What follows belongs to an exercise in optimizing a design on an open flow for small area, a short achievable clock period and few clock cycles; a production flow would make more cautious choices.
RTL that was checked went through simulation tests only; none was proved equivalent to the original.
For runs 1, 2 and 6, only the layout was checked, not whether the RTL still works.
Power figures rest on the tool's default switching activity, not on a simulated workload.

File: design/flow/config.mk
export PLATFORM = sky130hd
export DESIGN_NAME = sparse_fmap_loader
export DESIGN_NICKNAME = sparse_fmap_loader
export VERILOG_FILES = /design/flow/design.v
export SDC_FILE = /design/flow/constraint.sdc
export NUM_CORES = 4
export LEC_CHECK = 0
export CAP_MARGIN = 20
export CORE_MARGIN = 2
export CORE_UTILIZATION = 60
export CTS_CLUSTER_DIAMETER = 100
export CTS_CLUSTER_SIZE = 30
export SETUP_SLACK_MARGIN = 3.3
export SLEW_MARGIN = 20
export BUFFER_PORTS_ARGS = -buffer_cell sky130_fd_sc_hd__buf_1
File: design/flow/constraint.sdc
create_clock -name core_clock -period 5.5 [get_ports {clk}]
set_input_delay 1.1000 -clock core_clock [delete_from_list [all_inputs] [get_ports {clk}]]
set_output_delay 1.1000 -clock core_clock [all_outputs]
set_load 0.01 [all_outputs]
File: design/flow/design.v
package fmap_pkg;
    localparam int PIXEL_W    = 16;
    localparam int MAP_W      = 16;
    localparam int SEG_PIXELS = 16;   
    localparam int MEM_ADDR_W = 32;
    localparam int MEM_DATA_W = 32;
    localparam int PX_ADDR_W  = 20;
    localparam int LEN_W      = 4;    
    typedef logic [PIXEL_W-1:0]    pixel_t;
    typedef logic [MEM_DATA_W-1:0] mem_word_t;
    typedef logic [MEM_ADDR_W-1:0] mem_addr_t;
    typedef logic [PX_ADDR_W-1:0]  px_addr_t;
    typedef logic [MAP_W-1:0]      sparsity_map_t;
    typedef logic [4:0] pop_count_t;
    typedef logic [8:0] dim_t;
    typedef logic [9:0] fmap_cnt_t;
endpackage
`timescale 1ns/100ps
module sparse_fmap_loader (
    input  logic                         clk,
    input  logic                         rst_n,
    input  logic                         start,
    input  fmap_pkg::mem_addr_t          cfg_read_addr,
    input  fmap_pkg::dim_t               cfg_width,
    input  fmap_pkg::dim_t               cfg_height,
    input  fmap_pkg::fmap_cnt_t          cfg_num_fmap,
    output logic                         mem_req,
    output fmap_pkg::mem_addr_t          mem_addr,
    output logic [fmap_pkg::LEN_W-1:0]   mem_len,
    input  logic                         mem_grant,
    input  fmap_pkg::mem_word_t          mem_din,
    input  logic                         mem_vld,
    input  logic                         mem_fin,
    output logic                         px_req,
    input  logic                         px_grant,
    output fmap_pkg::px_addr_t           px_addr,
    output logic                         px_wr_vld,
    output fmap_pkg::pixel_t             px_dout,
    output logic                         track_write,
    output fmap_pkg::px_addr_t           track_din,
    output logic                         busy,
    output logic                         done
);
    logic [4:0] cseg_m1;    
    logic [9:0] cfm;        
    logic [4:0] fcol;       
    logic [9:0] ffm;        
    logic [8:0] frow;       
    logic       fcol_z;
    logic       ffm_1;
    logic       f_last_row;
    logic       f_last_frame;
    assign fcol_z       = (fcol == 5'd0);
    assign ffm_1        = (ffm == 10'd1);
    assign f_last_row   = fcol_z && ffm_1;
    assign f_last_frame = f_last_row && (frow == 9'd1);
    typedef enum logic [2:0] {I_IDLE, I_MAP, I_MWAIT, I_PIX, I_SLOT} istate_t;
    istate_t istate;
    logic    accept;
    logic    map_acc;
    logic    a_carry;    
    logic    map_in;     
    logic    map_zero;   
    logic        n_valid;    
    logic        n_wv;       
    logic        n_ready;    
    logic        n_lr;       
    logic        n_lf;       
    logic [15:0] n_map;
    logic        n_odd;      
    logic [3:0]  n_len;
    logic        ret_pix;
    logic [31:0] wbuf [8];
    logic [7:0]  wq;         
    logic [7:0]  pq;         
    logic        hq;         
    logic [7:0]  pq_rot;
    logic        step_en;
    logic [11:0] nib;        
    logic [3:0]  pc_hi;      
    logic [3:0]  pc_lo;
    logic        map_in_q2;
    logic [4:0]  nib_sum;    
    logic [3:0]  len_q;      
    logic        map_in_q;
    logic [3:0]  freec;
    logic        wr;
    logic        adv;
    logic        bursting;   
    logic        b_empty;
    logic [15:0] b_map;      
    logic        b_lr;
    logic        b_lf;
    logic [3:0]  beat;
    logic        b_odd;      
    logic        bit_set;
    logic        bit_d;      
    logic        last_beat;  
    logic        b_load;
    logic        move;
    logic        can_pix;
    logic [15:0] seg_cnt;    
    logic [15:0] px_d;
    function automatic logic [2:0] ones4(input logic [3:0] n);
        ones4 = 3'(n[0]) + 3'(n[1]) + 3'(n[2]) + 3'(n[3]);
    endfunction
    assign nib_sum   = 5'(pc_hi) + 5'(pc_lo);
    assign len_q     = 4'((nib_sum + 5'd1) >> 1);
    assign accept    = mem_req && mem_grant;
    assign map_in    = mem_vld && !ret_pix;
    assign map_zero  = (mem_din[31:16] == 16'h0000);
    assign map_acc   = accept && (istate == I_MAP);
    assign wr        = mem_vld && ret_pix;
    assign b_empty   = !bursting && !px_req;
    assign bit_set   = b_map[15];
    assign b_load    = b_empty || last_beat;
    assign move      = (n_ready || (wr && mem_fin)) && b_load;
    assign adv    = bursting && ((bit_set && !hq) || (last_beat && hq));
    assign pq_rot = {pq[6:0], pq[7]};
    assign step_en  = bursting || (px_req && px_grant);
    assign can_pix = ({1'b0, n_len} <= freec) ||
                     (bursting && ({1'b0, n_len} + {4'd0, b_odd} <= {1'b0, beat} + 5'd3));
    always_comb begin
        px_d = 16'h0000;
        for (int i = 0; i < 8; i++) begin
            px_d = px_d | ({16{bit_d && pq[i] && !hq}} & wbuf[i][15:0])
                        | ({16{bit_d && pq[i] &&  hq}} & wbuf[i][31:16]);
        end
    end
    assign px_wr_vld = bursting;
    assign px_addr   = {seg_cnt, 4'b0000};
    assign track_din = {seg_cnt, 4'b0000};
    always_ff @(posedge clk) begin
        for (int i = 0; i < 8; i++) begin
            if (wr && wq[i]) wbuf[i] <= mem_din;
        end
        px_dout <= px_d;
        nib     <= {ones4(mem_din[31:28]), ones4(mem_din[27:24]),
                    ones4(mem_din[23:20]), ones4(mem_din[19:16])};
        pc_hi   <= 4'(nib[11:9]) + 4'(nib[8:6]);
        pc_lo   <= 4'(nib[5:3]) + 4'(nib[2:0]);
        if (map_in_q2) begin
            n_odd <= nib_sum[0];
            n_len <= len_q;
        end
    end
    always_ff @(posedge clk) begin
        if (start) begin
            cseg_m1 <= cfg_width[8:4] - {4'd0, cfg_width[3:0] == 4'd0};
            cfm     <= cfg_num_fmap;
        end
        if (start) begin
            fcol <= cfg_width[8:4] - {4'd0, cfg_width[3:0] == 4'd0};
            ffm  <= cfg_num_fmap;
            frow <= cfg_height;
        end else if (map_acc) begin
            if (!fcol_z) begin
                fcol <= fcol - 5'd1;
            end else begin
                fcol <= cseg_m1;
                if (!ffm_1) begin
                    ffm <= ffm - 10'd1;
                end else begin
                    ffm  <= cfm;
                    frow <= frow - 9'd1;
                end
            end
        end
        if (map_acc) begin
            n_lr <= f_last_row;
            n_lf <= f_last_frame;
        end
    end
    always_ff @(posedge clk or negedge rst_n) begin
        if (!rst_n) begin
            istate  <= I_IDLE;
            mem_req <= 1'b0;
        end else begin
            case (istate)
                I_IDLE: if (start) begin
                    mem_req <= 1'b1;
                    istate  <= I_MAP;
                end
                I_MAP: if (mem_grant) begin
                    mem_req <= 1'b0;
                    istate  <= I_MWAIT;
                end
                I_MWAIT: if (n_ready) begin
                    istate <= n_lf ? I_IDLE : I_SLOT;
                end else if (n_wv && can_pix) begin
                    mem_req <= 1'b1;
                    istate  <= I_PIX;
                end
                I_PIX: if (mem_grant) begin
                    mem_req <= 1'b0;
                    istate  <= n_lf ? I_IDLE : I_SLOT;
                end
                I_SLOT: if (!n_valid || move) begin
                    mem_req <= 1'b1;
                    istate  <= I_MAP;
                end
                default: istate <= I_IDLE;
            endcase
        end
    end
    always_ff @(posedge clk) begin
        if (start && (istate == I_IDLE)) begin
            mem_addr <= cfg_read_addr;
            a_carry  <= 1'b0;
        end else begin
            {a_carry, mem_addr[7:2]} <= {1'b0, mem_addr[7:2]} + {3'b000, accept ? mem_len : 4'd0};
            mem_addr[31:8] <= mem_addr[31:8] + {23'd0, a_carry};
        end
        if ((istate == I_MWAIT) || (istate == I_PIX)) mem_len <= n_len;
        else mem_len <= 4'd1;
    end
    always_ff @(posedge clk or negedge rst_n) begin
        if (!rst_n) begin
            n_valid <= 1'b0;
            n_wv    <= 1'b0;
            n_ready <= 1'b0;
            ret_pix <= 1'b0;
            map_in_q <= 1'b0;
            map_in_q2 <= 1'b0;
        end else begin
            map_in_q  <= map_in;
            map_in_q2 <= map_in_q;
            n_wv      <= ((map_in_q2 && n_valid) || n_wv) && !move;
            if (map_acc) n_valid <= 1'b1;
            if (mem_vld) begin
                if (!ret_pix) begin
                    n_ready <= map_zero;
                    ret_pix <= !map_zero;
                end else if (mem_fin) begin
                    n_ready <= 1'b1;
                    ret_pix <= 1'b0;
                end
            end
            if (move) begin
                n_valid <= 1'b0;
                n_ready <= 1'b0;
            end
        end
    end
    always_ff @(posedge clk) begin
        if (map_in) n_map <= mem_din[31:16];
    end
    always_ff @(posedge clk or negedge rst_n) begin
        if (!rst_n) begin
            wq    <= 8'd1;
            pq    <= 8'd1;
            hq    <= 1'b0;
            freec <= 4'd8;
        end else begin
            if (wr) wq <= {wq[6:0], wq[7]};
            if (last_beat) begin
                if (hq) pq <= pq_rot;
                hq <= 1'b0;
            end else if (step_en && bit_d) begin
                if (hq) pq <= pq_rot;
                hq <= !hq;
            end
            if (wr && !adv) freec <= freec - 4'd1;
            else if (adv && !wr) freec <= freec + 4'd1;
        end
    end
    always_ff @(posedge clk) begin
        if (start) seg_cnt <= '0;
        else if (last_beat) seg_cnt <= seg_cnt + 16'd1;
        if (b_load) b_odd <= n_odd;
        if (b_load) bit_d <= n_map[15];
        else if (px_req) bit_d <= px_grant ? b_map[14] : b_map[15];
        else bit_d <= b_map[13];
        if (b_load) begin
            b_map <= n_map;
            b_lr  <= n_lr;
            b_lf  <= n_lf;
        end else if (bursting) begin
            b_map <= {b_map[14:0], 1'b1};
        end
    end
    always_ff @(posedge clk or negedge rst_n) begin
        if (!rst_n) begin
            bursting    <= 1'b0;
            px_req      <= 1'b0;
            beat        <= '0;
            last_beat   <= 1'b0;
            track_write <= 1'b0;
            done        <= 1'b0;
            busy        <= 1'b0;
        end else begin
            track_write <= last_beat && b_lr;
            done        <= last_beat && b_lf;
            if (start) busy <= 1'b1;
            else if (done) busy <= 1'b0;
            if (bursting) beat <= beat + 4'd1;
            last_beat <= bursting && (beat == 4'd14);
            if (px_req && px_grant) begin
                px_req   <= 1'b0;
                bursting <= 1'b1;
            end
            if (last_beat) bursting <= 1'b0;
            if (move) px_req <= 1'b1;
        end
    end
endmodule
File: design/flow/flow/run.sh
#!/bin/bash
set -euo pipefail
echo 'export BUFFER_PORTS_ARGS = -buffer_cell sky130_fd_sc_hd__buf_1' >> config.mk
bash standard.sh > standard.log 2>&1
File: design/flow/standard.sh
#!/bin/bash
# synth_recipe.tcl (not shown) runs the flow's synth.tcl, then flattens the netlist and writes it again
# the make line also repeats each setting of config.mk as NAME=value (left out here)
make -C /OpenROAD-flow-scripts/flow DESIGN_CONFIG=/design/flow/config.mk WORK_HOME=/design/flow/orfs CLKGATE_MAP_FILE= SYNTH_SCRIPT=/design/flow/synth_recipe.tcl "${@:-finish}"
==> results of run 1 <==
kinds of logic after synthesis:
kind of cell,Yosys count
flip-flops,468
AND/OR/NAND/NOR,300
AO/OA/AOI/OAI,266
buffers and inverters,144
XOR/XNOR,75
adder cells (fa/ha/maj),63
multiplexers,35
other,1
power by group through the flow:
stage	registers (mW)	logic, mW	clock network (mW)
2_1_floorplan	4.69	1.35	0
3_3_place_gp	4.74	1.85	0
3_5_place_dp	4.75	1.90	0
4_1_cts	4.67	2.03	1.74
5_1_grt	4.75	2.39	1.84
6_report	4.69	2.12	1.69
Yosys cell counts, drive strengths merged, types with 4 or more instances:
| master | instances | area (um^2) |
|---|---|---|
| a21o | 20 | 150 |
| a21oi | 46 | 234 |
| a221oi | 22 | 193 |
| a222oi | 23 | 230 |
| a22o | 17 | 149 |
| a22oi | 40 | 300 |
| a31oi | 9 | 56.3 |
| and2 | 7 | 43.8 |
| and3 | 21 | 131 |
| and4 | 5 | 43.8 |
| buf | 33 | 228 |
| clkbuf | 53 | 199 |
| dfrtp | 38 | 951 |
| dfxtp | 88 | 1760 |
| edfxtp | 339 | 10200 |
| fa | 9 | 180 |
| ha | 54 | 676 |
| inv | 58 | 218 |
| mux2 | 28 | 319 |
| mux2i | 7 | 70.1 |
| nand2 | 103 | 387 |
| nand2b | 5 | 31.3 |
| nand3 | 29 | 145 |
| nand4 | 26 | 163 |
| nor2 | 51 | 199 |
| nor2b | 10 | 62.6 |
| nor3 | 11 | 60.1 |
| nor3b | 4 | 30.0 |
| nor4 | 6 | 43.8 |
| o21a | 4 | 30.0 |
| o21ai | 64 | 320 |
| o31ai | 5 | 37.5 |
| or2 | 6 | 37.5 |
| xnor2 | 29 | 254 |
| xor2 | 46 | 403 |
sequential cells by signal (all words and copies together) (netlist names), 9 cells and up:
signal,cells
nib,12
ffm,10
mem_addr,32
seg_cnt,16
wbuf,256
px_dout,16
cfm,10
b_map,16
frow,9
n_map,16
through the flow:
stage	power (mW)	setup WS, ns	hold slack [ns]
floorplan	6.04	3.12	0.331
global placement	6.60	2.50	0.342
detailed placement	6.65	2.47	0.345
CTS	8.44	3.09	0.373
global route	8.98	3.13	0.379
finish	8.50	3.20	0.367
critical path: stages, from the launching register on:
cell      delay, ns
edfxtp_1       0.43
inv_2          0.10
ha_4           0.12
or4b_4         0.45
or4_4          0.54
nor2_4         0.14
a21oi_2        0.03
mux2_4         0.24
layer usage:
layer / track usage, % / share of wire [%]
met1: 34.9 / 45
met2: 38.7 / 47
met3: 2.79 / 6.0
met4: 4.98 / 1.9
met5: 0 / 0
area by class of cell:
type	count	area, um^2	share of cell area [%]
inverters	58	220	1.04
clock buffers	31	531	2.50
multi-input cells	748	5670	26.8
repair buffers	229	1160	5.46
clock inverters	3	22.5	0.106
well taps	396	495	2.34
flip-flops and latches	468	13100	61.8
final timing paths:
kind / start / to / slack, ns / cells after the start
max: ffm[1] / ffm[0] / 3.20 / 7
min: map_in_q / map_in_q2 / 0.37 / 0
max in group asynchronous: rst_n / pq[1] / 4.46 / 2
min reg2reg: map_in_q / map_in_q2 / 0.37 / 0
max reg2reg: ffm[1] / ffm[0] / 3.20 / 7
min in group asynchronous: rst_n / busy / 0.62 / 2
repair_timing:
| action | in CTS | in global routing |
|---|---|---|
| buffers inserted | 13 | 21 |
| cloned | 1 | 0 |
| pin swaps | 8 | 12 |
| hold endpoints to repair | 0 | 0 |
| gates resized for setup | 98 | 93 |
| hold buffers | 0 | 0 |
| setup endpoints to repair | 368 | 180 |
==> impl_metrics.tcl, run 1 <==
set metrics [dict create \
    synthFlopType "edfxtp_1" \
    worst_pin_slew_ns 1.00 \
    ys_seq_area_share_pct 68.7 \
    synth.distinct_cells 68 \
    final_common_cell "edfxtp_1" \
    htreeDepth 1 \
    syn_to_final_growth_pct 12.3 \
    firstDrtPassIters 5 \
    relSlewSlack_pct 33.1 \
    drt-initial-drc-count 939 \
    wl_mm 39.1 \
    place_congestion 0.795 \
    p_comb_share_pct 24.9 \
    sw_frac_of_total_pct 29.8 \
    antenna_found_initial 0 \
    place_area_um2 20000 \
    final_area_um2 21200 \
    required_ns 5.79 \
    ys_ff_latch 468 \
    powerDensity_nw_per_um2 401 \
    core-area_um2 30700 \
    final_cells 1933 \
    clkTransAtPathRegs_ns 0.11 \
    vias 11423 \
    clock_path_buffers 3 \
    insertion_delay_ns 0.54 \
    viasPerCell 5.91 \
    final_cell_mix "edfxtp_1 (339), buf_1 (110), nand2_1 (100)" \
    grt_pass1_wl_mm 61.2 \
    synth_area_um2 18900 \
    avgSynthCellArea_um2 14.0 \
    io_buffers 188 \
    grtUsageTotal_pct 23.7 \
    rows 64 \
    io_pins 197 \
    nFillCells 2246 \
    peakVddDrop_v 0.000313 \
    drive_gt1_share_pct 19.6 \
    synth_warnings 2 \
    setup_viol 0 \
    wl_per_cell_um 20.2 \
    skew_ns 0.0168 \
    synth-simple-area-share_pct 8.05 \
    yosys.area_share.xor_xnor_pct 3.48 \
    arrival_ns 2.59 \
    hold_viol 0 \
    synthAdderAreaFrac_pct 4.53 \
    clock_sinks 468 \
    cts_made_buffers 19 \
    slew_viol_final 0 \
    async_flop_share_pct 8.76 \
    root_buffer "clkbuf_16" \
    path_max_fanout 8 \
    grt_max_degree 78 \
    worstHoldPathType "flop to flop" \
    syn_inst 1352 \
    antennaDiodeCount 0 \
    initial_core_util_pct 61.4 \
    status "no timing/DRC/antenna violations" \
    drc 0 \
    muxShareOfSynthArea_pct 2.06 \
    critPathLaunchType "flop" \
    leakage_nw 7.75 \
    utilization_pct 68.9 \
    grt_pass1_vias 11008 \
    chipWidth_um 181 \
    dp.cells 1864 \
    end_kind "flop" \
    pwr-share-clk_pct 19.9 \
    rsz0062_at_grt "yes" \
    power.switching_mw 2.53 \
    drv_cap 0 \
    setup_tns_ns 0 \
    pwr-share-seq_pct 55.2 \
    period_needed_ns 2.30 \
    die-height_um 181 \
    p_int_mw 5.97 \
    synth_edf_count 339 \
    cts_tree "yes" \
    crit_type "flop to flop" \
    fp.dieArea_um2 32900 \
    fmax_mhz 435 \
    synth_compound_area_share_pct 9.74 \
    place_hpwl_mm 22.7 \
    postRouteAntennaNets 0 \
    finalNetCount 1686 \
    synth_top_family_by_area "compound AO/OA/AOI/OAI gates" \
    fin_crit_sh_pct 41.8 \
    grt_overflow 0 \
]
==> inputs of run 2 (changes only) <==
--- a/design/flow/config.mk
+++ b/design/flow/config.mk
@@ -10,6 +10,6 @@
 export CORE_UTILIZATION = 60
 export CTS_CLUSTER_DIAMETER = 100
 export CTS_CLUSTER_SIZE = 30
-export SETUP_SLACK_MARGIN = 3.3
+export SETUP_SLACK_MARGIN = 3.2
 export SLEW_MARGIN = 20
 export BUFFER_PORTS_ARGS = -buffer_cell sky130_fd_sc_hd__buf_1
==> impl_metrics.tcl, run 2 <==
set metrics [dict create \
    relSlewSlack_pct 26.2 \
    wl_mm 40.5 \
    htreeDepth 1 \
    p_comb_share_pct 24.9 \
    critPathMaxStageDelay_ns 0.30 \
    grt_pass1_vias 11020 \
    required_ns 5.94 \
    largest_reg_flops 256 \
    firstDrtPassIters 5 \
    hold_depth 0 \
    netlist.area_leader.share_pct 53.9 \
    drt-initial-drc-count 1074 \
    postRouteAntennaNets 0 \
    cts_tree "yes" \
    synth.distinct_cells 68 \
    final_common_cell "edfxtp_1" \
    grt_max_degree 79 \
    hold_viol 0 \
    clock_path_buffers 3 \
    synthFlopType "edfxtp_1" \
    whs_endpoint "map_in_q2" \
    nFillCells 2319 \
    ys_ff_latch 468 \
    r2r_end "ffm[9]" \
    finalNetCount 1675 \
    clkTransAtPathRegs_ns 0.11 \
    worst_pin_slew_ns 1.11 \
    clock_sinks 468 \
    sw_frac_of_total_pct 30.2 \
    cts_hold_buf 0 \
    path_buf_inv 4 \
    fp.dieArea_um2 32900 \
    rows 64 \
    setup_tns_ns 0 \
    final_area_um2 20800 \
    synth_warnings 2 \
    setup_viol 0 \
    core-area_um2 30700 \
    status "no timing/DRC/antenna violations" \
    seqCellArea_um2 13000 \
    powerDensity_nw_per_um2 405 \
    insertion_delay_ns 0.54 \
    syn_inst 1352 \
    drv_cap 0 \
    critical-path-slowest-cell "buf_8" \
    crit_type "input port to flop" \
    cts_made_buffers 19 \
    drive_gt1_share_pct 10.9 \
    final_cells 1921 \
    leakage_nw 7.45 \
    place_congestion 0.781 \
    pwr-share-seq_pct 55.2 \
    multi_input_comb_area_um2 5540 \
    avgSynthCellArea_um2 14.0 \
    chipWidth_um 181 \
    antenna_found_initial 0 \
    synth.area.top_cells "edfxtp_1 (54%), dfxtp_1 (9.3%), dfrtp_1 (5.0%), ha_1 (3.6%), xor2_1 (2.1%)" \
    synth_edf_count 339 \
    wl_per_cell_um 21.1 \
    rsz0062_at_grt "yes" \
    rrSetupSlack_ns 3.28 \
    regMostFlops "wbuf" \
    grt_pass1_wl_mm 61.6 \
    synth_common_cells "edfxtp_1 (339), nand2_1 (103), dfxtp_1 (88)" \
    final_cell_mix "edfxtp_1 (339), buf_1 (181), nand2_1 (100)" \
    io_buffers 188 \
    fin_crit_sh_pct 41.2 \
    grtUsageTotal_pct 24.0 \
    fmax_mhz 441 \
    period_needed_ns 2.27 \
    ys_seq_area_share_pct 68.7 \
    path_max_fanout 78 \
    drc 0 \
    io_pins 197 \
    power.switching_mw 2.54 \
    syn_to_final_growth_pct 10.3 \
    dp.cells 1868 \
    largestRegisters "wbuf (256), mem_addr (32)" \
    hold_slack_ns 0.380 \
    place_area_um2 19900 \
    vias 11424 \
    end_kind "flop" \
    yosysTopAreaCell "edfxtp_1" \
    min-delay-start "map_in_q" \
    setup_ws_ns 3.23 \
    antennaDiodeCount 0 \
    pre_cts_ws_ns 2.16 \
    critPathLaunchType "input port" \
    async_flop_share_pct 8.76 \
    arrival_ns 2.70 \
    synth_most_common_cell "edfxtp_1" \
    skew_ns 0.0140 \
    viasPerCell 5.95 \
    worstHoldPathType "flop to flop" \
    synth_area_um2 18900 \
    crit_family "buffers and inverters" \
    place_hpwl_mm 23.4 \
    die-height_um 181 \
    r2r-start "ffm[1]" \
    path_cells "clkbuf_2, buf_12, inv_2, nor3_4, buf_8, a21oi_1, a21o_1, a211o_1" \
    grt_overflow 0 \
    slew_viol_final 0 \
    pwr-share-clk_pct 19.9 \
    initial_core_util_pct 61.4 \
    root_buffer "clkbuf_16" \
    reg2reg_depth 7 \
    peakVddDrop_v 0.000286 \
    p_int_mw 5.88 \
]
[run 2: cell counts after synthesis]
Identical to the previous run, type by type.
[run 2: worst max-delay path by stage]
stage / to / cells past startpoint / slack, ns / startpoint
4_1_cts: mem_addr[7] / 8 / 3.09 / start
2_1_floorplan: freec[3] / 10 / 3.12 / mem_vld
3_3_place_gp: mem_addr[7] / 8 / 2.23 / start
6_report: mem_addr[7] / 8 / 3.23 / start
5_1_grt: mem_addr[7] / 8 / 3.09 / start
3_5_place_dp: mem_addr[7] / 8 / 2.16 / start
[run 2: worst register-to-register path, delay by kind of cell, from the launching register on]
kind            cells  cell delay, ns
compound gates      1            0.07
flops               1            0.42
buf+inv             2            0.25
fa+ha+maj           1            0.13
mux                 1            0.16
simple gates        2            0.95
[run 2: metal layers]
layer / track usage, % / vias up / share of wire, %
li1: - / 5331 / -
met1: 33.5 / 5634 / 42
met2: 41.2 / 400 / 49
met3: 2.95 / 59 / 7.1
met4: 4.88 / 0 / 1.7
met5: 0 / - / 0
[run 2: timing repair]
action | 4_1_cts | 5_1_grt
gates resized for setup | 28 | 25
setup buffers | 9 | 8
gates cloned | 1 | 2
endpoints found under the setup margin | 333 | 57
pin swaps | 4 | 8
[run 2: cell type report]
type / count / share of cell area, %
clock buffer: 30 / 2.48
clock inverter: 3 / 0.0901
inverter: 58 / 1.06
multi-input combinational: 748 / 26.6
sequential: 468 / 62.4
tap: 396 / 2.38
timing repair buffer: 218 / 4.92
[run 2: cell families (layout without fill, tap and decap cells)]
| kind of cell | Yosys count | count (layout) | synth area share, % |
|---|---|---|---|
| AO/OA/AOI/OAI | 266 | 266 | 9.74 |
| XOR/XNOR | 75 | 75 | 3.48 |
| adder cells (fa/ha/maj) | 63 | 63 | 4.53 |
| buffers and inverters | 144 | 309 | 3.41 |
| flip-flops | 468 | 468 | 68.7 |
| multiplexers | 35 | 35 | 2.06 |
| other | 1 | 8 | 0.0199 |
| AND/OR/NAND/NOR | 300 | 301 | 8.05 |
[run 2: power groups by stage]
stage / Combinational [mW] / Clock, mW / Sequential [mW]
2_1_floorplan: 1.32 / 0 / 4.68
3_3_place_gp: 1.82 / 0 / 4.72
3_5_place_dp: 1.87 / 0 / 4.73
4_1_cts: 1.94 / 1.72 / 4.65
5_1_grt: 2.36 / 1.82 / 4.71
6_report: 2.10 / 1.67 / 4.65
[run 2: per-stage QoR]
stage / utilization, % / total power [mW]
after floorplan: - / 6.00
after global placement: 64.8 / 6.54
after detailed placement: 64.8 / 6.60
after CTS: 67.0 / 8.31
after global routing: 67.7 / 8.89
final: 67.7 / 8.43
==> inputs of run 3 (changes only) <==
--- a/design/flow/design.v
+++ b/design/flow/design.v
@@ -187,7 +187,7 @@
                 end
                 I_MWAIT: if (n_ready) begin
                     istate <= n_lf ? I_IDLE : I_SLOT;
-                end else if (n_wv && can_pix) begin
+                end else if ((map_in_q2 && (freec == 4'd8)) || (n_wv && can_pix)) begin
                     mem_req <= 1'b1;
                     istate  <= I_PIX;
                 end
@@ -211,7 +211,8 @@
             {a_carry, mem_addr[7:2]} <= {1'b0, mem_addr[7:2]} + {3'b000, accept ? mem_len : 4'd0};
             mem_addr[31:8] <= mem_addr[31:8] + {23'd0, a_carry};
         end
-        if ((istate == I_MWAIT) || (istate == I_PIX)) mem_len <= n_len;
+        if (istate == I_MWAIT) mem_len <= map_in_q2 ? len_q : n_len;
+        else if (istate == I_PIX) mem_len <= n_len;
         else mem_len <= 4'd1;
     end
     always_ff @(posedge clk or negedge rst_n) begin
==> impl_metrics.tcl, run 3 <==
set metrics [dict create \
    regMostFlops "wbuf" \
    fp.dieArea_um2 33400 \
    grt_max_degree 77 \
    largestRegisters "wbuf (256), mem_addr (32)" \
    drv_cap 0 \
    grt_util_met3_pct 2.73 \
    root_buffer "clkbuf_16" \
    antennaDiodeCount 0 \
    io_buffers 188 \
    period_needed_ns 2.25 \
    peakVddDrop_v 0.000306 \
    rsz0062_at_grt "yes" \
    grt_overflow 0 \
    core-area_um2 31500 \
    setup_tns_ns 0 \
    path_max_fanout 10 \
    insertion_delay_ns 0.56 \
    clkTransAtPathRegs_ns 0.11 \
    powerDensity_nw_per_um2 406 \
    antenna_found_initial 0 \
    fin_crit_sh_pct 41.0 \
    drt-initial-drc-count 1042 \
    grt_pass1_wl_mm 63.1 \
    syn_inst 1401 \
    synth_warnings 2 \
    synth_area_um2 19200 \
    leakage_nw 7.41 \
    synth_common_cells "edfxtp_1 (335), nand2_1 (107), dfxtp_1 (92)" \
    synth.distinct_cells 72 \
    slew_viol_final 0 \
    worstHoldPathType "flop to flop" \
    cts_tree "yes" \
    vias 11639 \
    largest_reg_flops 256 \
    relSlewSlack_pct 29.8 \
    async_flop_share_pct 8.76 \
    wl_per_cell_um 20.8 \
    drive_gt1_share_pct 9.90 \
    postRouteAntennaNets 0 \
    required_ns 5.94 \
    viasPerCell 5.94 \
    syn_to_final_growth_pct 8.80 \
    clock_sinks 468 \
    place_hpwl_mm 24.3 \
    chipWidth_um 183 \
    grtUsageTotal_pct 24.4 \
    ys_seq_area_share_pct 67.5 \
    hold_viol 0 \
    synth.area.top_cells "edfxtp_1 (52%), dfxtp_1 (9.6%), dfrtp_1 (5.0%), ha_1 (3.5%), xnor2_1 (2.2%)" \
    status "no timing/DRC/antenna violations" \
    htreeDepth 1 \
    met2_usage_pct 41.0 \
    dp.cells 1917 \
    grt_pass1_vias 11243 \
    drc 0 \
    final_cells 1958 \
    top_usage_layer "met2" \
    yosysTopAreaCell "edfxtp_1" \
    grtUsageMet1_pct 35.0 \
    clock_path_buffers 3 \
    wl_mm 40.7 \
    critPathLaunchType "input port" \
    rrSetupSlack_ns 3.28 \
    synthFlopType "edfxtp_1" \
    firstDrtPassIters 7 \
    synth_edf_count 335 \
    place_congestion 0.764 \
    worst_pin_slew_ns 1.05 \
    final_cell_mix "edfxtp_1 (335), buf_1 (182), nand2_1 (106)" \
    netlist.area_leader.share_pct 52.5 \
    crit_type "input port to flop" \
    setup_viol 0 \
    hold_slack_ns 0.361 \
    skew_ns 0.0168 \
    io_pins 197 \
    final_common_cell "edfxtp_1" \
    avgSynthCellArea_um2 13.7 \
    ys_ff_latch 468 \
    rows 65 \
    end_kind "flop" \
    cts_made_buffers 19 \
    synth_most_common_cell "edfxtp_1" \
    arrival_ns 2.69 \
    fmax_mhz 444 \
    utilization_pct 66.2 \
    die-height_um 183 \
    finalNetCount 1705 \
    initial_core_util_pct 60.9 \
]
[run 3: worst max-delay path, cell delays in order]
cell   delay [ns]
buf_1        0.37
inv_1        0.16
fa_1         0.56
inv_1        0.05
ha_1         0.18
ha_1         0.27
[run 3: final timing paths]
path	from	endpoint	cells past startpoint
setup / recovery	mem_din[20]	nib[4]	6
hold / removal	map_in_q	map_in_q2	0
setup reg to reg	hq	freec[3]	9
hold reg to reg	map_in_q	map_in_q2	0
max in group asynchronous	rst_n	hq	2
min in group asynchronous	rst_n	istate[0]	2
[run 3: repair_timing]
action / CTS / global route
resized for setup: 15 / 30
hold buffers: 0 / 0
pin swaps: 2 / 3
setup endpoints to repair: 304 / 275
buffers inserted: 4 / 3
[run 3: cell families (layout without fill, tap and decap cells)]
family	Yosys count	count (layout)	share of synthesized area, %
simple gates	316	316	8.51
buf+inv	156	304	3.68
other cells	1	8	0.0196
fa+ha+maj	63	63	4.47
mux	45	45	2.55
compound gates	280	280	10.0
flops	468	468	67.5
xor+xnor	72	72	3.29
[run 3: cell type report]
| type | instances | area, um^2 |
|---|---|---|
| Clock inverter | 3 | 21.3 |
| Multi-Input combinational cell | 784 | 5710 |
| Fill cell | 2360 | 10600 |
| Clock buffer | 31 | 534 |
| Sequential cell | 468 | 13000 |
| Inverter | 64 | 243 |
| Timing Repair Buffer | 206 | 865 |
| Tap cell | 402 | 503 |
[run 3: routing by layer]
layer | part of all wire, % | wire length [um]
met1 | 44 | 17800
met2 | 48 | 19600
met3 | 6.2 | 2520
met4 | 2.0 | 805
met5 | 0 | 0
[run 3: where the power goes]
part	switching, mW	internal (mW)	leakage (nW)
Sequential	0.385	4.26	4.34
Combinational	1.17	0.932	2.79
Clock	1.04	0.687	0.271
Total	2.60	5.88	7.41
[run 3: metrics by stage]
| step | cell area, um^2 | setup WS, ns | total power, mW |
|---|---|---|---|
| 3_5_place_dp | 20100 | 2.48 | 6.76 |
| 6_report | 20900 | 3.25 | 8.47 |
| 3_3_place_gp | 20100 | 2.51 | 6.69 |
| 5_1_grt | 20900 | 3.12 | 8.96 |
| 2_1_floorplan | 19300 | 3.03 | 6.10 |
| 4_1_cts | 20800 | 3.14 | 8.49 |
Testbench counts of run 3, summed over its fixed seeds: cycles 40,504.
==> inputs of run 4 (changes only) <==
--- a/design/flow/config.mk
+++ b/design/flow/config.mk
@@ -7,9 +7,9 @@
 export LEC_CHECK = 0
 export CAP_MARGIN = 20
 export CORE_MARGIN = 2
-export CORE_UTILIZATION = 60
+export CORE_UTILIZATION = 65
 export CTS_CLUSTER_DIAMETER = 100
 export CTS_CLUSTER_SIZE = 30
-export SETUP_SLACK_MARGIN = 3.2
+export SETUP_SLACK_MARGIN = 3.3
 export SLEW_MARGIN = 20
 export BUFFER_PORTS_ARGS = -buffer_cell sky130_fd_sc_hd__buf_1
==> impl_metrics.tcl, run 4 <==
set metrics [dict create \
    status "no timing/DRC/antenna violations" \
    finalNetCount 1724 \
    firstDrtPassIters 5 \
    setup_viol 0 \
    r2r-start "b_odd" \
    clkTransAtPathRegs_ns 0.11 \
    critPathLaunchType "flop" \
    fmax_mhz 449 \
    die-height_um 176 \
    htreeDepth 1 \
    drv_cap 0 \
    grt_pass1_wl_mm 62.8 \
    design_power_total_mw 8.81 \
    r2r_end "mem_req" \
    synth_edf_count 335 \
    synth_most_common_cell "edfxtp_1" \
    required_ns 4.40 \
    power.switching_mw 2.70 \
    period_needed_ns 2.23 \
    crit_start "busy" \
    grtUsageTotal_pct 26.4 \
    place_hpwl_mm 24.2 \
    end_kind "output pin" \
    viasPerCell 6.03 \
    hold_viol 0 \
    rrSetupSlack_ns 3.29 \
    cp_num_cells 1 \
    worst_pin_slew_ns 1.06 \
    largest_reg_flops 256 \
    netlist.area_leader.share_pct 52.5 \
    final_cells 1959 \
    p_int_mw 6.11 \
    setup_tns_ns 0 \
    path_cells "buf_2" \
    critPathMaxStageDelay_ns 0.44 \
    drc 0 \
    rows 62 \
    synth.area.top_cells "edfxtp_1 (52%), dfxtp_1 (9.6%), dfrtp_1 (5.0%), ha_1 (3.5%), xnor2_1 (2.2%)" \
    regMostFlops "wbuf" \
    crit_type "flop to output pin" \
    nFillCells 1928 \
    relSlewSlack_pct 29.6 \
    postRouteAntennaNets 0 \
    ys_ff_latch 468 \
    critical-path-slowest-cell "dfrtp_1" \
    clock_sinks 468 \
    yosysTopAreaCell "edfxtp_1" \
    powerDensity_nw_per_um2 411 \
    peakVddDrop_v 0.000290 \
    initial_core_util_pct 66.4 \
    place_congestion 0.809 \
    antenna_found_initial 1 \
    dp.cells 1897 \
    pwr-share-seq_pct 52.7 \
    crit_family "flip-flops" \
    final_common_cell "edfxtp_1" \
    root_buffer "clkbuf_16" \
    io_buffers 188 \
    syn_to_final_growth_pct 11.8 \
    sw_frac_of_total_pct 30.7 \
    synth_common_cells "edfxtp_1 (335), nand2_1 (107), dfxtp_1 (92)" \
    pwr-share-clk_pct 19.0 \
    fp.dieArea_um2 30900 \
    grt_max_degree 76 \
    ys_seq_area_share_pct 67.5 \
    io_pins 197 \
    wl_mm 41.3 \
    grt_pass1_vias 11359 \
    largestRegisters "wbuf (256), mem_addr (32)" \
    grt_overflow 0 \
    clock_path_buffers 3 \
    syn_inst 1401 \
    synth_warnings 2 \
    slew_viol_final 0 \
    chipWidth_um 176 \
    synthFlopType "edfxtp_1" \
    arrival_ns 1.13 \
    vias 11817 \
    drt-initial-drc-count 1002 \
    setup.worst_path.end "busy" \
    path_buf_inv 1 \
    insertion_delay_ns 0.53 \
    path_max_fanout 2 \
    p_comb_share_pct 28.3 \
    wl_per_cell_um 21.1 \
    reg2reg_depth 9 \
    rsz0062_at_grt "yes" \
    drive_gt1_share_pct 18.5 \
    skew_ns 0.0187 \
    cts_tree "yes" \
    async_flop_share_pct 8.76 \
    final_cell_mix "edfxtp_1 (335), buf_1 (107), nand2_1 (105)" \
    cts_made_buffers 19 \
    avgSynthCellArea_um2 13.7 \
    core-area_um2 28900 \
    fin_crit_sh_pct 40.5 \
    synth.distinct_cells 72 \
    leakage_nw 7.81 \
    worstHoldPathType "flop to flop" \
    antennaDiodeCount 0 \
    synth_area_um2 19200 \
]
## run 4: cell counts after synthesis
Identical to the previous run, type by type.
## run 4: cell type report
type	count	area, um^2	share of cell area, %
tap	384	480	2.24
multi-input combinational	785	5870	27.4
inverter	64	250	1.17
sequential	468	13000	60.9
clock inverter	2	25.0	0.117
clock buffer	32	524	2.45
timing repair buffer	224	1230	5.74
## run 4: worst min-delay path by stage
stage | to | slack [ns] | from | depth (start not counted)
floorplan | map_in_q2 | 0.33 | map_in_q | 0
global placement | map_in_q2 | 0.33 | map_in_q | 0
detailed placement | map_in_q2 | 0.33 | map_in_q | 0
CTS | map_in_q2 | 0.36 | map_in_q | 0
global route | map_in_q2 | 0.39 | map_in_q | 0
finish | map_in_q2 | 0.36 | map_in_q | 0
## run 4: metal layers
layer  track usage [%]  part of all wire, %  vias to the layer above
li1                  -                    -                     5523
met1              36.5                   41                     5749
met2              45.2                   50                      493
met3              3.05                  7.2                       50
met4              6.78                  1.7                        2
met5                 0                0.031                        -
## run 4: kinds of logic after synthesis
| group | count (synthesis) | synth area share (%) |
|---|---|---|
| buf+inv | 156 | 3.68 |
| fa+ha+maj | 63 | 4.47 |
| flops | 468 | 67.5 |
| other cells | 1 | 0.0196 |
| xor+xnor | 72 | 3.29 |
| simple gates | 316 | 8.51 |
| mux | 45 | 2.55 |
| compound gates | 280 | 10.0 |
## run 4: stage by stage
step | instance area [um^2] | hold slack, ns | utilization (%) | worst slack, ns
after floorplan | 19400 | 0.331 | - | 3.06
after global placement | 20200 | 0.333 | 69.9 | 2.56
after detailed placement | 20200 | 0.335 | 69.9 | 2.52
after CTS | 21100 | 0.360 | 73.0 | 3.25
after global routing | 21400 | 0.386 | 74.2 | 3.19
final | 21400 | 0.359 | 74.2 | 3.27
## run 4: power groups by stage
stage	registers [mW]	logic, mW	clock network (mW)
after CTS	4.62	2.36	1.70
after global routing	4.69	2.77	1.83
after detailed placement	4.69	2.12	0
after global placement	4.67	2.06	0
after floorplan	4.65	1.50	0
final	4.64	2.50	1.67
## run 4: repair_timing
item,4_1_cts,5_1_grt
cloned,1,2
buffers inserted,13,12
endpoints found under the setup margin,378,90
resized for setup,107,96
hold buffers,0,0
pin swaps,10,9
==> inputs of run 5 (changes only) <==
--- a/design/flow/config.mk
+++ b/design/flow/config.mk
@@ -7,7 +7,7 @@
 export LEC_CHECK = 0
 export CAP_MARGIN = 20
 export CORE_MARGIN = 2
-export CORE_UTILIZATION = 65
+export CORE_UTILIZATION = 60
 export CTS_CLUSTER_DIAMETER = 100
 export CTS_CLUSTER_SIZE = 30
 export SETUP_SLACK_MARGIN = 3.3
==> impl_metrics.tcl, run 5 <==
set metrics [dict create \
    relSlewSlack_pct 28.2 \
    final_cell_mix "edfxtp_1 (335), buf_1 (110), nand2_1 (106)" \
    grt_max_degree 63 \
    wl_mm 41.5 \
    io_pins 197 \
    setup_tns_ns 0 \
    synth_edf_count 335 \
    antenna_found_initial 1 \
    initial_core_util_pct 60.9 \
    drive_gt1_share_pct 18.1 \
    die-height_um 183 \
    drc 0 \
    leakage_nw 7.80 \
    pre_cts_ws_ns 2.54 \
    hold_slack_ns 0.363 \
    syn_inst 1401 \
    largest_reg_flops 256 \
    whs_endpoint "map_in_q2" \
    design_power_total_mw 8.81 \
    grtUsageTotal_pct 24.6 \
    fmax_mhz 452 \
    place_hpwl_mm 24.8 \
    postRouteAntennaNets 0 \
    end_kind "flop" \
    finalNetCount 1722 \
    synth_common_cells "edfxtp_1 (335), nand2_1 (107), dfxtp_1 (92)" \
    htreeDepth 1 \
    hold_viol 0 \
    setup_ws_ns 3.29 \
    vias 11740 \
    clock_sinks 468 \
    insertion_delay_ns 0.56 \
    antennaDiodeCount 0 \
    hold_depth 0 \
    period_needed_ns 2.21 \
    clkTransAtPathRegs_ns 0.11 \
    rsz0062_at_grt "yes" \
    cts_tree "yes" \
    status "no timing/DRC/antenna violations" \
    netlist.area_leader.share_pct 52.5 \
    io_buffers 188 \
    rrSetupSlack_ns 3.29 \
    syn_to_final_growth_pct 11.5 \
    grt_pass1_vias 11383 \
    async_flop_share_pct 8.76 \
    path_max_fanout 4 \
    rows 65 \
    worst_pin_slew_ns 1.08 \
    powerDensity_nw_per_um2 412 \
    synth_warnings 2 \
    root_buffer "clkbuf_16" \
    synthFlopType "edfxtp_1" \
    fp.dieArea_um2 33400 \
    arrival_ns 2.66 \
    r2r_end "n_len[3]" \
    skew_ns 0.0200 \
    min-delay-start "map_in_q" \
    slew_viol_final 0 \
    regMostFlops "wbuf" \
    final_common_cell "edfxtp_1" \
    worstHoldPathType "flop to flop" \
    ys_ff_latch 468 \
    largestRegisters "wbuf (256), mem_addr (32)" \
    drv_cap 0 \
    viasPerCell 5.94 \
    synth.distinct_cells 72 \
    reg2reg_depth 8 \
    synth.area.top_cells "edfxtp_1 (52%), dfxtp_1 (9.6%), dfrtp_1 (5.0%), ha_1 (3.5%), xnor2_1 (2.2%)" \
    avgSynthCellArea_um2 13.7 \
    grt_pass1_wl_mm 63.8 \
    final_cells 1975 \
    wl_per_cell_um 21.0 \
    fin_crit_sh_pct 40.2 \
    peakVddDrop_v 0.000285 \
    clock_path_buffers 3 \
    synth_area_um2 19200 \
    setup_viol 0 \
    core-area_um2 31500 \
    ys_seq_area_share_pct 67.5 \
    place_congestion 0.774 \
    dp.cells 1916 \
    grt_overflow 0 \
    synth_most_common_cell "edfxtp_1" \
    crit_type "flop to flop" \
    chipWidth_um 183 \
    required_ns 5.94 \
    critPathLaunchType "flop" \
    r2r-start "pc_hi[0]" \
    drt-initial-drc-count 1028 \
    cts_made_buffers 19 \
    yosysTopAreaCell "edfxtp_1" \
    firstDrtPassIters 5 \
]
run 5: cell count changes in the layout (fill, tap and decap cells not counted), sizes merged:
| cell | change |
|---|---|
| buf | -6 |
| clkbuf | +5 |
| a21o | -1 |
| clkinv | -1 |
| inv | +1 |
run 5: final cells by class:
class,count,area (um^2)
inverter,64,250
clock inverter,2,20.0
tap,402,503
fill,2328,10100
timing repair buffer,223,1180
sequential,468,13000
multi-input combinational,784,5830
clock buffer,32,536
run 5: layer usage:
layer,vias up,global-route usage (%),share of wire [%]
met5,-,0,0
met4,0,5.35,2.1
met3,53,2.69,5.8
met2,371,41.9,49
met1,5807,34.6,43
li1,5509,-,-
run 5: what timing repair did:
action,4_1_cts,5_1_grt
resized for setup,109,80
hold buffers,0,0
setup endpoints to repair,362,104
gates cloned,1,1
buffers inserted,11,12
pin swaps,10,3
run 5: worst max path at each step:
stage                     slack, ns          end  depth (start not counted)  startpoint
final                          3.29     n_len[3]                          8    pc_hi[0]
after global routing           3.19      mem_req                          9       b_odd
after CTS                      3.26    px_wr_vld                          1    bursting
after detailed placement       2.54  wbuf[6][12]                          2     mem_vld
after global placement         2.55  wbuf[4][12]                          2     mem_vld
after floorplan                3.06     freec[3]                         10     mem_vld
run 5: cell families after synthesis:
family                   count (synthesis)  synth area share, %
AND/OR/NAND/NOR                        316                 8.51
flip-flops                             468                 67.5
other                                    1               0.0196
XOR/XNOR                                72                 3.29
AO/OA/AOI/OAI                          280                 10.0
multiplexers                            45                 2.55
buffers and inverters                  156                 3.68
adder cells (fa/ha/maj)                 63                 4.47
run 5: critical path, stage by stage (launching register included):
cell and delay (ns):
dfxtp_2 0.38, ha_4 0.15, fa_2 0.47, ha_4 0.20, and4b_1 0.19, mux2i_2 0.21, nand2_1 0.10, xnor2_1 0.13
mux2_2 0.26
run 5: where the power goes:
part | internal (mW) | switching (mW) | total (mW)
Combinational | 1.15 | 1.28 | 2.43
Sequential | 4.28 | 0.371 | 4.65
Clock | 0.687 | 1.04 | 1.72
run 5: metrics by stage:
| step | cell area [um^2] | utilization, % |
|---|---|---|
| floorplan | 19400 | - |
| global placement | 20200 | 64.1 |
| detailed placement | 20200 | 64.1 |
| CTS | 21100 | 67.0 |
| global route | 21400 | 67.9 |
| finish | 21400 | 67.9 |
==> inputs of run 6 (changes only) <==
--- a/design/flow/design.v
+++ b/design/flow/design.v
@@ -59,6 +59,7 @@
     logic    accept;
     logic    map_acc;
     logic    a_carry;    
+    logic    macc_q;     
     logic    map_in;     
     logic    map_zero;   
     logic        n_valid;    
@@ -153,18 +154,12 @@
             fcol <= cfg_width[8:4] - {4'd0, cfg_width[3:0] == 4'd0};
             ffm  <= cfg_num_fmap;
             frow <= cfg_height;
-        end else if (map_acc) begin
-            if (!fcol_z) begin
-                fcol <= fcol - 5'd1;
-            end else begin
-                fcol <= cseg_m1;
-                if (!ffm_1) begin
-                    ffm <= ffm - 10'd1;
-                end else begin
-                    ffm  <= cfm;
-                    frow <= frow - 9'd1;
-                end
-            end
+        end else begin
+            if (macc_q && fcol_z) fcol <= cseg_m1;
+            else fcol <= fcol - {4'd0, macc_q};
+            if (macc_q && fcol_z && ffm_1) ffm <= cfm;
+            else ffm <= ffm - {9'd0, macc_q && fcol_z};
+            frow <= frow - {8'd0, macc_q && fcol_z && ffm_1};
         end
         if (map_acc) begin
             n_lr <= f_last_row;
@@ -175,7 +170,9 @@
         if (!rst_n) begin
             istate  <= I_IDLE;
             mem_req <= 1'b0;
+            macc_q  <= 1'b0;
         end else begin
+            macc_q  <= map_acc;
             case (istate)
                 I_IDLE: if (start) begin
                     mem_req <= 1'b1;
@@ -267,7 +264,7 @@
     end
     always_ff @(posedge clk) begin
         if (start) seg_cnt <= '0;
-        else if (last_beat) seg_cnt <= seg_cnt + 16'd1;
+        else seg_cnt <= seg_cnt + {15'd0, last_beat};
         if (b_load) b_odd <= n_odd;
         if (b_load) bit_d <= n_map[15];
         else if (px_req) bit_d <= px_grant ? b_map[14] : b_map[15];
@@ -294,7 +291,7 @@
             done        <= last_beat && b_lf;
             if (start) busy <= 1'b1;
             else if (done) busy <= 1'b0;
-            if (bursting) beat <= beat + 4'd1;
+            beat <= beat + {3'd0, bursting};
             last_beat <= bursting && (beat == 4'd14);
             if (px_req && px_grant) begin
                 px_req   <= 1'b0;
==> impl_metrics.tcl, run 6 <==
set metrics [dict create \
    rsz0062_at_grt "yes" \
    utilization_pct 68.1 \
    synth_warnings 2 \
    sw_frac_of_total_pct 31.9 \
    final_area_um2 21400 \
    grt_pass1_vias 11297 \
    postRouteAntennaNets 0 \
    grtUsageTotal_pct 25.2 \
    die-height_um 182 \
    synth_edf_count 311 \
    grt_overflow 0 \
    power.switching_mw 2.84 \
    skew_ns 0.0237 \
    end_kind "flop" \
    slew_viol_final 0 \
    drt-initial-drc-count 858 \
    synth.area.top_cells "edfxtp_1 (49%), dfxtp_1 (12%), dfrtp_1 (5.1%), ha_1 (3.7%), nand2_1 (3.0%)" \
    period_needed_ns 2.32 \
    clock_sinks 469 \
    ys_seq_area_share_pct 66.8 \
    root_buffer "clkbuf_16" \
    p_int_mw 6.06 \
    arrival_ns 2.76 \
    drive_gt1_share_pct 18.7 \
    clkTransAtPathRegs_ns 0.11 \
    hold_viol 0 \
    cts_tree "yes" \
    netlist.area_leader.share_pct 49.1 \
    pwr-share-seq_pct 52.2 \
    finalNetCount 1758 \
    viasPerCell 5.88 \
    powerDensity_nw_per_um2 416 \
    rows 65 \
    final_cell_mix "edfxtp_1 (311), nand2_1 (152), buf_1 (109)" \
    grt_pass1_wl_mm 64.6 \
    place_hpwl_mm 25.1 \
    hold_slack_ns 0.357 \
    status "no timing/DRC/antenna violations" \
    wl_mm 42.2 \
    io_buffers 188 \
    path_max_fanout 4 \
    worst_pin_slew_ns 1.02 \
    syn_to_final_growth_pct 12.4 \
    fin_crit_sh_pct 42.2 \
    place_area_um2 20100 \
    synth_common_cells "edfxtp_1 (311), nand2_1 (154), dfxtp_1 (116)" \
    firstDrtPassIters 5 \
    core-area_um2 31400 \
    pwr-share-clk_pct 19.1 \
    io_pins 197 \
    largestRegisters "wbuf (256), mem_addr (32)" \
    required_ns 5.94 \
    pre_cts_ws_ns 2.50 \
    setup_tns_ns 0 \
    initial_core_util_pct 60.6 \
    synth_area_um2 19000 \
    vias 11807 \
    synthFlopType "edfxtp_1" \
    crit_type "flop to flop" \
    async_flop_share_pct 8.96 \
    relSlewSlack_pct 31.7 \
    critPathLaunchType "flop" \
    avgSynthCellArea_um2 13.4 \
    yosysTopAreaCell "edfxtp_1" \
    antenna_found_initial 1 \
    clock_path_buffers 3 \
    final_common_cell "edfxtp_1" \
    grt_max_degree 78 \
    insertion_delay_ns 0.55 \
    largest_reg_flops 256 \
    wl_per_cell_um 21.0 \
    cts_made_buffers 19 \
    p_comb_share_pct 28.8 \
    htreeDepth 1 \
    chipWidth_um 182 \
    fp.dieArea_um2 33100 \
    setup_ws_ns 3.18 \
    peakVddDrop_v 0.000364 \
    place_congestion 0.821 \
    setup_viol 0 \
    ys_ff_latch 469 \
    regMostFlops "wbuf" \
    drc 0 \
    synth.distinct_cells 71 \
    worstHoldPathType "flop to flop" \
    leakage_nw 7.91 \
    drv_cap 0 \
    syn_inst 1423 \
    synth_most_common_cell "edfxtp_1" \
    fmax_mhz 431 \
]
[run 6: changes by cell type after synthesis, sizes merged, moves of 10 or more]
| cell | delta |
|---|---|
| dfxtp | +24 |
| edfxtp | -24 |
| mux2 | -12 |
| nand2 | +47 |
| o21ai | -10 |
[run 6: metal layers]
metal | GRT usage (%) | vias to the layer above | part of all wire, %
met3 | 3.29 | 54 | 6.4
li1 | - | 5556 | -
met4 | 6.16 | 0 | 2.2
met2 | 42.1 | 406 | 48
met1 | 35.5 | 5791 | 43
met5 | 0 | - | 0
[run 6: kinds of logic (layout without fill, tap and decap cells)]
logic type      count (synthesis)  after routing  synth area share [%]
compound gates                266            266                  9.77
mux                            39             39                  2.18
other cells                     1              9                0.0197
simple gates                  352            352                  9.36
fa+ha+maj                      66             66                  4.70
flops                         469            469                  66.8
buf+inv                       154            330                  3.64
xor+xnor                       76             76                  3.50
[run 6: area by class of cell]
| cell class | count | area, um^2 |
|---|---|---|
| antenna | 1 | 2.50 |
| clock buffer | 31 | 520 |
| clock inverter | 3 | 22.5 |
| fill | 2318 | 10000 |
| inverter | 67 | 255 |
| multi-input combinational | 807 | 6080 |
| sequential | 469 | 12800 |
| tap | 402 | 503 |
| timing repair buffer | 229 | 1170 |
[run 6: timing repair]
action                                  4_1_cts  5_1_grt
buffers inserted                             12       20
pin swaps                                    20       13
endpoints found under the setup margin      417       85
hold buffers                                  0        0
resized for setup                           127       86
[run 6: worst paths after layout]
path / from / endpoint / slack [ns] / cells past startpoint
max in group asynchronous: rst_n / hq / 4.44 / 2
max reg2reg: pc_hi[0] / n_len[3] / 3.18 / 9
max: pc_hi[0] / n_len[3] / 3.18 / 9
min: map_in_q / map_in_q2 / 0.36 / 0
min in group asynchronous: rst_n / freec[2] / 0.61 / 2
min reg2reg: map_in_q / map_in_q2 / 0.36 / 0
[run 6: per-stage QoR]
step,power (mW),instances
finish,8.90,2009
global route,9.42,2008
CTS,8.76,1988
detailed placement,6.85,1942
global placement,6.79,1942
floorplan,6.15,1430
[run 6: critical path, cell delays in order (launching register included)]
cell and delay, ns:
dfxtp_2 0.35, ha_4 0.16, fa_1 0.54, ha_4 0.16
buf_4 0.10, nand3b_1 0.08, or3_1 0.33, a21oi_2 0.17
a211oi_1 0.06, mux2_2 0.26
[run 6: power by group through the flow]
| stage | Clock (mW) | Sequential, mW | Combinational (mW) |
|---|---|---|---|
| after floorplan | 0 | 4.66 | 1.49 |
| after global placement | 0 | 4.70 | 2.08 |
| after detailed placement | 0 | 4.72 | 2.13 |
| after CTS | 1.74 | 4.65 | 2.38 |
| after global routing | 1.86 | 4.71 | 2.86 |
| final | 1.70 | 4.64 | 2.56 |

afterwards: timing with drivers on the ports:
How much do the figures lean on ideal ports? The routed layouts below were timed once more, with nothing changed but the port constraints.
Step 1, drivers: a clkbuf_16 drives clk and a buf_2 each remaining input, both assumed.
Step 2 moves the port delays by t, midway between the first and last clock arrival at a register: inputs arrive t later, outputs are due t later. That takes back most of the time a late clock gives input paths.
Three values: ideal, step 1, step 2; two values: the first two.
| run | t, ns | setup WS [ns] | worst data-port slew with drivers (ns) | pins driven straight from the clock port |
|---|---|---|---|---|
| run 1 | 0.586 | 3.200 / 3.200 / 2.766 | 0.08 | 1 |
| run 2 | 0.585 | 3.234 / 3.203 / 2.677 | 0.07 | 1 |
| run 3 | 0.599 | 3.247 / 3.196 / 2.679 | 0.08 | 1 |
| run 4 | 0.579 | 3.272 / 3.219 / 2.782 | 0.07 | 1 |
| run 5 | 0.601 | 3.286 / 3.232 / 2.775 | 0.07 | 1 |
| run 6 | 0.592 | 3.180 / 3.180 / 2.786 | 0.07 | 1 |
After both steps setup and hold are still met in every run listed. For run 3, which loses most, drivers alone change the setup slack by -0.051 ns; drivers and shift together by -0.568 ns.
